Background: an optimization exercise with open tools, aiming at small area, a short achievable clock period and few clock cycles. Do not read the settings as production practice.
Function was checked by simulation only, so behaviour that the tests miss may differ from the original.
Power is estimated from default activity; no workload was simulated.

==> run Y <==
==> flow/design.v <==
module ex_stage_md #(
  parameter int DATA_W = 32,
  parameter int REG_AW = 5,
  parameter int OP_W   = 5
) (
  input  logic              clk,
  input  logic              reset,
  input  logic              in_valid,
  input  logic [OP_W-1:0]   in_op,
  input  logic [DATA_W-1:0] in_rs_data,
  input  logic [DATA_W-1:0] in_rt_data,
  input  logic [DATA_W-1:0] in_imm,
  input  logic [4:0]        in_shamt,
  input  logic              in_use_imm,
  input  logic              in_use_shamt,
  input  logic [REG_AW-1:0] in_rs,
  input  logic [REG_AW-1:0] in_rt,
  input  logic [REG_AW-1:0] in_rd,
  input  logic              in_dst_rd,
  input  logic              in_wr,
  input  logic              flush,
  input  logic [DATA_W-1:0] fwd_mem_data,
  input  logic [DATA_W-1:0] fwd_wb_data,
  input  logic [1:0]        fwd_sel_a,
  input  logic [1:0]        fwd_sel_b,
  output logic              ex_stall,
  output logic              out_valid,
  output logic [DATA_W-1:0] out_result,
  output logic [DATA_W-1:0] out_store_data,
  output logic [REG_AW-1:0] out_dst,
  output logic [REG_AW-1:0] out_rs,
  output logic [REG_AW-1:0] out_rt
);
  logic        in_md;
  logic        in_dst_ok;
  assign in_md     = in_op[4:2] == 3'b011;
  assign in_dst_ok = in_wr & (in_op < 5'd12 || in_op == 5'd16 || in_op == 5'd17);
  logic        q_valid;
  logic [4:0]  q_op;
  logic [31:0] q_a;       
  logic        q_a_sh;    
  logic [31:0] q_rt;
  logic [31:0] q_imm;
  logic        q_use_imm;
  logic [4:0]  q_rs;
  logic [4:0]  q_rtn;
  logic [4:0]  q_dst;
  logic        stall;
  logic        busy;
  always_ff @(posedge clk or negedge reset) begin
    if (!reset) begin
      q_valid <= 1'b0;
    end else if (flush) begin
      q_valid <= 1'b0;
    end else if (!stall) begin
      q_valid <= in_valid;
    end
  end
  always_ff @(posedge clk) begin
    if (!stall) begin
      q_op   <= in_op;
      q_a    <= (in_use_shamt & ~in_md) ? {27'b0, in_shamt} : in_rs_data;
      q_a_sh <= in_use_shamt & ~in_md;
      q_rt   <= in_rt_data;
      q_rs   <= in_rs;
      q_rtn  <= in_rt;
      q_dst  <= in_dst_ok ? (in_dst_rd ? in_rd : in_rt) : 5'd0;
    end
    q_imm     <= in_imm;
    q_use_imm <= in_use_imm;
  end
  logic [31:0] a;
  logic [31:0] bf;
  logic [31:0] b;
  always_comb begin
    if (q_a_sh || !(fwd_sel_a == 2'b10 || fwd_sel_a == 2'b01)) a = q_a;
    else if (fwd_sel_a[1]) a = fwd_mem_data;
    else a = fwd_wb_data;
    unique case (fwd_sel_b)
      2'b10:   bf = fwd_mem_data;
      2'b01:   bf = fwd_wb_data;
      default: bf = q_rt;
    endcase
    b = q_use_imm ? q_imm : bf;
  end
  logic [4:0] op;
  assign op = q_op;
  logic        op_sub;
  logic        op_slt;
  logic        op_sltu;
  logic        op_and;
  logic        op_or;
  logic        op_xor;
  logic        op_nor;
  logic        op_sll;
  logic        op_srl;
  logic        op_sra;
  logic        op_lui;
  logic        op_mfhi;
  logic        op_mflo;
  logic        op_add;
  assign op_sub  = op == 5'd1;
  assign op_and  = op == 5'd2;
  assign op_or   = op == 5'd3;
  assign op_xor  = op == 5'd4;
  assign op_nor  = op == 5'd5;
  assign op_slt  = op == 5'd6;
  assign op_sltu = op == 5'd7;
  assign op_sll  = op == 5'd8;
  assign op_srl  = op == 5'd9;
  assign op_sra  = op == 5'd10;
  assign op_lui  = op == 5'd11;
  assign op_mfhi = op == 5'd16;
  assign op_mflo = op == 5'd17;
  assign op_add  = ~(op_sub | op_and | op_or | op_xor | op_nor | op_slt |
                     op_sltu | op_sll | op_srl | op_sra | op_lui |
                     op_mfhi | op_mflo);
  logic        do_sub;
  logic [32:0] addsub;
  logic        lt_s;
  logic        lt_u;
  assign do_sub = op_sub | op_slt | op_sltu;
  assign addsub = {1'b0, a} + {1'b0, b ^ {32{do_sub}}} + {32'b0, do_sub};
  assign lt_u   = ~addsub[32];
  assign lt_s   = (a[31] ^ b[31]) ? a[31] : addsub[31];
  logic [31:0] sh_in;
  logic [31:0] sh_out;
  logic [31:0] sh_rev;
  always_comb begin
    for (int i = 0; i < 32; i++) sh_in[i] = op_sll ? a[31-i] : a[i];
  end
  assign sh_out = 32'($signed({op_sra & a[31], sh_in}) >>> b[4:0]);
  always_comb begin
    for (int i = 0; i < 32; i++) sh_rev[i] = sh_out[31-i];
  end
  logic [31:0] hi;
  logic [31:0] lo;
  logic [31:0] res;
  always_comb begin
    res = ({32{op_add | op_sub}} & addsub[31:0])
        | ({32{op_and}} & (a & b))
        | ({32{op_or}}  & (a | b))
        | ({32{op_xor}} & (a ^ b))
        | ({32{op_nor}} & ~(a | b))
        | ({32{op_srl | op_sra}} & sh_out)
        | ({32{op_sll}} & sh_rev)
        | ({32{op_lui}} & {b[15:0], 16'b0})
        | ({32{op_mfhi}} & hi)
        | ({32{op_mflo}} & lo);
    res[0] = res[0] | (op_slt & lt_s) | (op_sltu & lt_u);
  end
  logic is_md;
  logic is_grp;
  logic issue;
  assign is_md  = op[4:2] == 3'b011;
  assign is_grp = is_md | op_mfhi | op_mflo;
  assign stall  = q_valid & is_grp & busy;
  assign issue  = q_valid & is_md & ~busy;
  assign ex_stall       = stall;
  assign out_valid      = q_valid & ~stall;
  assign out_result     = res;
  assign out_store_data = bf;
  assign out_rs         = q_rs;
  assign out_rt         = q_rtn;
  assign out_dst        = q_dst;
  localparam logic [1:0] PH_PREP = 2'd0;
  localparam logic [1:0] PH_STEP = 2'd1;
  localparam logic [1:0] PH_FIX  = 2'd2;
  logic [1:0]  ph;
  logic        f_div;
  logic        f_negq;    
  logic        f_negr;    
  logic        f_uc;      
  logic [3:0]  cnt;
  logic [2:0]  hx;        
  logic [32:0] m;         
  logic        lprev;     
  logic        i_sgn;
  logic        i_div;
  assign i_sgn = ~op[0];
  assign i_div = op[1];
  function automatic logic [35:0] booth(input logic [2:0] d,
                                        input logic [32:0] mm);
    logic        neg;
    logic        one;
    logic        two;
    logic [34:0] y;
    logic [35:0] r;
    neg = d[2] & ~(d[1] & d[0]);
    one = d[1] ^ d[0];
    two = (d[2] & ~d[1] & ~d[0]) | (~d[2] & d[1] & d[0]);
    y = ({35{one}} & {mm[32], mm[32], mm}) |
        ({35{two}} & {mm[32], mm, 1'b0});
    r = {neg, y ^ {35{neg}}};
    booth = r;
  endfunction
  logic [2:0]  d1;
  logic [2:0]  d2;
  logic [35:0] p1;
  logic [35:0] p2;
  logic [34:0] x1;
  logic [34:0] s1;
  logic [34:0] x2;
  logic [34:0] s2;
  always_comb begin
    d1 = {lo[1:0], lprev};
    d2 = lo[3:1];
    if (f_div) begin
      d1 = 3'b100;    
      d2 = 3'b101;    
    end else if (ph == PH_FIX) begin
      d1 = 3'b001;    
    end
    p1 = booth(d1, m);
    p2 = booth(d2, m);
    x1 = {hx, hi};
    s1 = x1 + p1[34:0] + {34'b0, p1[35]};
    if (f_div) x2 = s1[34] ? x1 : s1;
    else       x2 = {{2{s1[34]}}, s1[34:2]};
    s2 = x2 + p2[34:0] + {34'b0, p2[35]};
  end
  logic [31:0] neg_hi;
  logic [31:0] neg_lo;
  logic [31:0] mag_a;
  logic [31:0] mag_b;
  logic [5:0]  nb_a;
  logic [5:0]  nb_b;
  logic [6:0]  sdiff;
  logic [31:0] m_al;
  assign neg_hi = -hi;
  assign neg_lo = -lo;
  assign mag_a  = f_negr ? neg_hi : hi;
  assign mag_b  = (f_negq ^ f_negr) ? neg_lo : lo;
  always_comb begin
    nb_a = 6'd0;
    nb_b = 6'd0;
    for (int i = 0; i < 32; i++) begin
      if (mag_a[i]) nb_a = 6'(i + 1);
      if (mag_b[i]) nb_b = 6'(i + 1);
    end
  end
  assign sdiff = {1'b0, nb_a} - {1'b0, nb_b};
  assign m_al  = mag_b << {sdiff[4:1], 1'b0};
  logic last;
  assign last = cnt == 4'd0;
  always_ff @(posedge clk or negedge reset) begin
    if (!reset) begin
      busy <= 1'b0;
      hi   <= '0;
      lo   <= '0;
    end else if (!busy) begin
      if (issue) begin
        busy <= 1'b1;
        hi   <= a;
        lo   <= bf;
        if (!i_div) hi <= '0;
      end
    end else begin
      unique case (ph)
        PH_PREP: begin
          if (lo == '0) begin
            lo   <= '1;
            busy <= 1'b0;
          end else if (sdiff[6]) begin
            lo   <= '0;
            busy <= 1'b0;
          end else begin
            hi <= mag_a;
            lo <= '0;
          end
        end
        PH_STEP: begin
          if (f_div) begin
            hi <= s2[34] ? x2[31:0] : s2[31:0];
            lo <= {lo[29:0], ~s1[34], ~s2[34]};
          end else begin
            hi <= s2[33:2];
            lo <= {s2[1:0], s1[1:0], lo[31:4]};
          end
          if (last && !(f_div ? (f_negq | f_negr) : f_uc)) busy <= 1'b0;
        end
        default: begin
          if (f_div) begin
            if (f_negr) hi <= neg_hi;
            if (f_negq) lo <= neg_lo;
          end else begin
            hi <= s1[31:0];
          end
          busy <= 1'b0;
        end
      endcase
    end
  end
  always_ff @(posedge clk) begin
    if (!busy) begin
      if (issue) begin
        ph     <= i_div ? PH_PREP : PH_STEP;
        f_div  <= i_div;
        f_negr <= i_sgn & a[31];
        f_negq <= i_sgn & (a[31] ^ bf[31]);
        f_uc   <= ~i_sgn & bf[31];
        m      <= {i_sgn & a[31], a};
        hx     <= '0;
        lprev  <= 1'b0;
        cnt    <= 4'd7;
      end
    end else begin
      unique case (ph)
        PH_PREP: begin
          ph  <= PH_STEP;
          m   <= {1'b0, m_al};
          cnt <= sdiff[4:1];
          hx  <= '0;
        end
        PH_STEP: begin
          if (f_div) begin
            m <= {2'b0, m[32:2]};
          end else begin
            hx    <= {s2[34], s2[34], s2[34]};
            lprev <= lo[3];
          end
          cnt <= cnt - 4'd1;
          if (last) ph <= PH_FIX;
        end
        default: ;
      endcase
    end
  end
endmodule
==> flow/run.sh <==
#!/bin/bash
# synth_recipe.tcl (not shown) runs the flow's synth.tcl, then flattens the netlist and writes it again
# the make line also repeats each setting of config.mk as NAME=value (left out here)
make -C /OpenROAD-flow-scripts/flow DESIGN_CONFIG=/design/flow/config.mk WORK_HOME=/design/flow/orfs CLKGATE_MAP_FILE= SYNTH_SCRIPT=/design/flow/synth_recipe.tcl finish
==> flow/config.mk <==
export PLATFORM = sky130hd
export DESIGN_NAME = ex_stage_md
export DESIGN_NICKNAME = ex_stage_md
export VERILOG_FILES = /design/flow/design.v
export SDC_FILE = /design/flow/constraint.sdc
export NUM_CORES = 4
export LEC_CHECK = 0
export CAP_MARGIN = 20
export CORE_MARGIN = 2
export CORE_UTILIZATION = 40
export SLEW_MARGIN = 20
==> flow/constraint.sdc <==
create_clock -name core_clock -period 9.0 [get_ports {clk}]
set_input_delay 1.8000 -clock core_clock [delete_from_list [all_inputs] [get_ports {clk}]]
set_output_delay 1.8000 -clock core_clock [all_outputs]
set_load 0.01 [all_outputs]
==> run G (differences from run Y) <==
- SETUP_SLACK_MARGIN: not set -> 2
==> comparison <==
Non-clock buffer count: run G is higher than run Y (78). Of run G and run Y, run G has the higher clock power (gap about 7%, measured against run Y). Clock-buffer cell count: run Y is lower than run G (2). Between run G and run Y, the lower combinational power is in run Y (gap 21%, measured against run Y).
Testbench counts of run Y, summed over its fixed seeds: cycles 12,154.
Testbench counts of run G, summed over its fixed seeds: cycles 12,154.

-- afterwards: timing with drivers on the ports --
No port has a modelled driver above. Below, the same layouts with a new extraction and two added sets of constraints. Step 1 (the two cells are an assumption about what drives the block):
set clk [get_ports {clk}]
set_driving_cell -lib_cell sky130_fd_sc_hd__clkbuf_16 $clk
set_driving_cell -lib_cell sky130_fd_sc_hd__buf_2 [delete_from_list [all_inputs] $clk]
Step 2 adds t to the input delays and takes it off the output delays; t is the mean of the earliest and latest rising clock arrival at the registers after step 1. Input paths then give back, and output paths get back, about the clock's delay inside the block. Three values: ideal ports, drivers, drivers and shift; two values: the first two.
| run | t (ns) | setup slack, ns | worst slew at a driven data input, ns |
|---|---|---|---|
| run Y | 0.671 | 0.312 / 0.287 / 0.287 | 0.07 |
| run G | 0.678 | 1.133 / 1.067 / 1.067 | 0.10 |
After both steps setup and hold are still met in every run listed. For run G, which loses most, drivers alone change the setup slack by -0.066 ns; drivers and shift together by -0.066 ns.
